This is an optimization exercise on Yosys and OpenROAD, whose aim is small area, a short achievable clock period and few clock cycles per item, not a production implementation. At most, simulation tests tie the RTL to the original design; equivalence was not proved.

main:
## integer_dct_8x8_2d
module integer_dct_8x8_2d (
  input  logic                                clk,
  input  logic                                rst_n,
  input  logic                                in_valid,
  output logic                                in_stall,
  input  logic [dct2d_pkg::SAMPLE_W-1:0]      in_sample_0,
  input  logic [dct2d_pkg::SAMPLE_W-1:0]      in_sample_1,
  input  logic [dct2d_pkg::SAMPLE_W-1:0]      in_sample_2,
  input  logic [dct2d_pkg::SAMPLE_W-1:0]      in_sample_3,
  input  logic [dct2d_pkg::SAMPLE_W-1:0]      in_sample_4,
  input  logic [dct2d_pkg::SAMPLE_W-1:0]      in_sample_5,
  input  logic [dct2d_pkg::SAMPLE_W-1:0]      in_sample_6,
  input  logic [dct2d_pkg::SAMPLE_W-1:0]      in_sample_7,
  output logic                                out_valid,
  input  logic                                out_stall,
  output logic signed [dct2d_pkg::COEF_W-1:0] out_coef_0,
  output logic signed [dct2d_pkg::COEF_W-1:0] out_coef_1,
  output logic signed [dct2d_pkg::COEF_W-1:0] out_coef_2,
  output logic signed [dct2d_pkg::COEF_W-1:0] out_coef_3,
  output logic signed [dct2d_pkg::COEF_W-1:0] out_coef_4,
  output logic signed [dct2d_pkg::COEF_W-1:0] out_coef_5,
  output logic signed [dct2d_pkg::COEF_W-1:0] out_coef_6,
  output logic signed [dct2d_pkg::COEF_W-1:0] out_coef_7,
  output logic                                out_last_row
);
  logic [2:0]  ph;        
  logic [2:0]  wr;        
  logic        in_v;      
  logic [63:0] in_row_r;
  logic        bub_on;    
  logic [2:0]  bub_cnt;   
  logic        col_on;    
  ...
For scale: roughly 7700 cells after synthesis, ~2200 flip-flops, about 200 I/O pins, about 110000 sq um of cells after synthesis.
clock: 7.5 ns
lec_check: 0
cap_margin: 20
core_margin: 2
core_utilization: 60
setup_slack_margin: 4.2
slew_margin: 20
run.sh (not shown) runs the stock make flow with config.mk's settings and CLKGATE_MAP_FILE= SYNTH_SCRIPT=/design/flow/synth_recipe.tcl, a recipe that flattens the netlist after the stock synthesis.
What the feature branch does differently from main at the input level:
- a change of SETUP_SLACK_MARGIN from 4.2 to 3.8
### Flow results
[the feature branch] area overhead of the layout relative to synthesis fell 0.78 points relative to main. The summed area of non-filler cells in the final layout in the feature branch sits 850 sq um below the value recorded for main. Post-detailed-route wirelength per cell across the feature branch and main: no real change. There was hardly any difference in clock network area share between main and the feature branch.
No functional check of the RTL was part of any run of this note.


Another version of the RTL of integer_dct_8x8_2d (not shown whole).
Size: about 6600 cells after synthesis, about 200 I/O pins.
export LEC_CHECK = 0
export CAP_MARGIN = 20
export CORE_MARGIN = 2
export CORE_UTILIZATION = 60
export SETUP_SLACK_MARGIN = 3.2
export SLEW_MARGIN = 20
create_clock -name core_clock -period 7.5 [get_ports {clk}]
The first run passed the timing, DRC and antenna checks.
Then changed:
Settings changed: SETUP_SLACK_MARGIN 3.2 to 2.0.
Outcome:
- routed wire length fell by 0.59%
- non-clock buffer count is lower by 31
- die area stays the same
No functional check of the RTL was part of any run of this note.


integer_dct_8x8_2d, a different RTL version from the one above (not shown whole).
Size: roughly 7700 cells after synthesis, ~1800 flip-flops, about 200 I/O pins, roughly 0.090 sq mm of cells after synthesis.
make LEC_CHECK=0 ABC_AREA=1 CAP_MARGIN=20 CORE_MARGIN=2 CORE_UTILIZATION=65 SETUP_SLACK_MARGIN=3.5 SLEW_MARGIN=20 finish   # period 7.5 ns
Testbench counts at the start, summed over its fixed seeds: cycles 2,208, blocks 256.
Next try:
ABC_AREA = unset   (was 1)
CORE_UTILIZATION = 60   (was 65)
SETUP_SLACK_MARGIN = 3.6   (was 3.5)
Result: Final cell count is lower by about 10%. Wire length is lower by 6.2%. Synthesized area is about the same. Setup slack got worse by 0.17 ns.
Next try:
CTS_CLUSTER_DIAMETER = 60   (was unset)
CTS_CLUSTER_SIZE = 25   (was unset)
SETUP_SLACK_MARGIN = 3.9   (was 3.6)
Maximum frequency went down slightly; routed wire length goes up slightly; register-to-register slack degrades by 0.05 ns; first-iteration DRC count went up by a few percent; die area stays the same; cell area is higher slightly; worst hold slack improved by 0.014 ns; non-clock buffer count went up by 118; area after synthesis is unchanged.
Next try:
ABC_AREA = 1   (was unset)
SETUP_SLACK_MARGIN = 3.5   (was 3.9)
What happened:
- The changed run ran to the end with no violations
- fmax increases by 6.3%
- first-iteration DRC count rises by 15%
- non-clock buffer count shrinks by 199
- synthesized area stays flat
- register-to-register slack improves by 0.24 ns
- via count grows by 6.8%


## job 7519
Another version of the RTL of integer_dct_8x8_2d (not shown whole).
Size in the first run: ~1,800 flip-flops, ~200 I/O pins.
==> flow/design.v (excerpt) <==
module integer_dct_8x8_2d (
  input  logic                                clk,
  input  logic                                rst_n,
  input  logic                                in_valid,
  output logic                                in_stall,
  input  logic [dct2d_pkg::SAMPLE_W-1:0]      in_sample_0,
  input  logic [dct2d_pkg::SAMPLE_W-1:0]      in_sample_1,
  input  logic [dct2d_pkg::SAMPLE_W-1:0]      in_sample_2,
  input  logic [dct2d_pkg::SAMPLE_W-1:0]      in_sample_3,
  input  logic [dct2d_pkg::SAMPLE_W-1:0]      in_sample_4,
  input  logic [dct2d_pkg::SAMPLE_W-1:0]      in_sample_5,
  input  logic [dct2d_pkg::SAMPLE_W-1:0]      in_sample_6,
  input  logic [dct2d_pkg::SAMPLE_W-1:0]      in_sample_7,
  output logic                                out_valid,
  input  logic                                out_stall,
  output logic signed [dct2d_pkg::COEF_W-1:0] out_coef_0,
  output logic signed [dct2d_pkg::COEF_W-1:0] out_coef_1,
  output logic signed [dct2d_pkg::COEF_W-1:0] out_coef_2,
  output logic signed [dct2d_pkg::COEF_W-1:0] out_coef_3,
  output logic signed [dct2d_pkg::COEF_W-1:0] out_coef_4,
  output logic signed [dct2d_pkg::COEF_W-1:0] out_coef_5,
  output logic signed [dct2d_pkg::COEF_W-1:0] out_coef_6,
  output logic signed [dct2d_pkg::COEF_W-1:0] out_coef_7,
  output logic                                out_last_row
);
clock: 7.5 ns
lec_check: 0
cap_margin: 20
core_margin: 2
core_utilization: 55
setup_slack_margin: 3.4
slew_margin: 20
Testbench counts of job 7519, summed over its fixed seeds: cycles 2,208, blocks 256.
Inputs modified between job 7519 and job 3463:
Settings: a change of SETUP_SLACK_MARGIN from 3.4 to 4.5; a change of CORE_UTILIZATION from 55 to 50.
==> notes.md <==
In summary, job 3463 completed successfully, with a layout that passed the timing, DRC and antenna checks.
Job 7519 → job 3463: cell row count rose 4.7%; number of cells upsized or downsized after cts rose 1,267; layout overhead on the synthesized area rose 10 points; register share of the cell area fell 4.2 points.
Job 3463: cell total after placement is 185 higher than what job 7519 reported.
The share of the clock period used by the worst path was comparable across job 3463 and job 7519.
Job 7519 has a lower worst hold slack after final layout than job 3463.
Compared to job 7519, the routing of job 3463 uses more wire.
~same aggregate global routing overflow in job 3463 and job 7519

## afterwards: timing with drivers on the ports
How much do the figures lean on ideal ports? The routed layouts below were timed once more, with nothing changed but the port constraints.
Step 1 (the two cells are an assumption about what drives the block):
set clk [get_ports {clk}]
set_driving_cell -lib_cell sky130_fd_sc_hd__clkbuf_16 $clk
set_driving_cell -lib_cell sky130_fd_sc_hd__buf_2 [delete_from_list [all_inputs] $clk]
Step 2 also shifts input and output timing later by t, the mid clock arrival at the registers, as if the neighbouring blocks saw the same clock.
Three values: ideal ports, drivers, drivers and shift; two values: the first two.
run	shift t [ns]	setup slack, ns	worst setup path after step 2	clock arrival spread, ns
main	0.936	4.006 / 4.006 / 4.006	register to register	0.054 / 0.053
the feature branch	0.932	3.900 / 3.900 / 3.900	register to register	0.053 / 0.053
the first run of note 2	0.891	3.318 / 3.318 / 3.318	register to register	0.068 / 0.067
the second run of note 2	0.890	2.539 / 2.539 / 2.539	register to register	0.051 / 0.052
the first run of note 3	0.893	3.609 / 3.609 / 3.609	register to register	0.083 / 0.083
the second run of note 3	0.887	3.435 / 3.435 / 3.435	register to register	0.053 / 0.053
the third run of note 3	0.881	3.387 / 3.387 / 3.387	register to register	0.039 / 0.038
the fourth run of note 3	0.873	3.630 / 3.630 / 3.630	register to register	0.047 / 0.047
job 7519	0.903	3.528 / 3.461 / 3.528	register to register	0.038 / 0.038
job 3463	0.919	3.538 / 3.538 / 3.538	register to register	0.039 / 0.039
After both steps setup and hold are still met in every run listed.
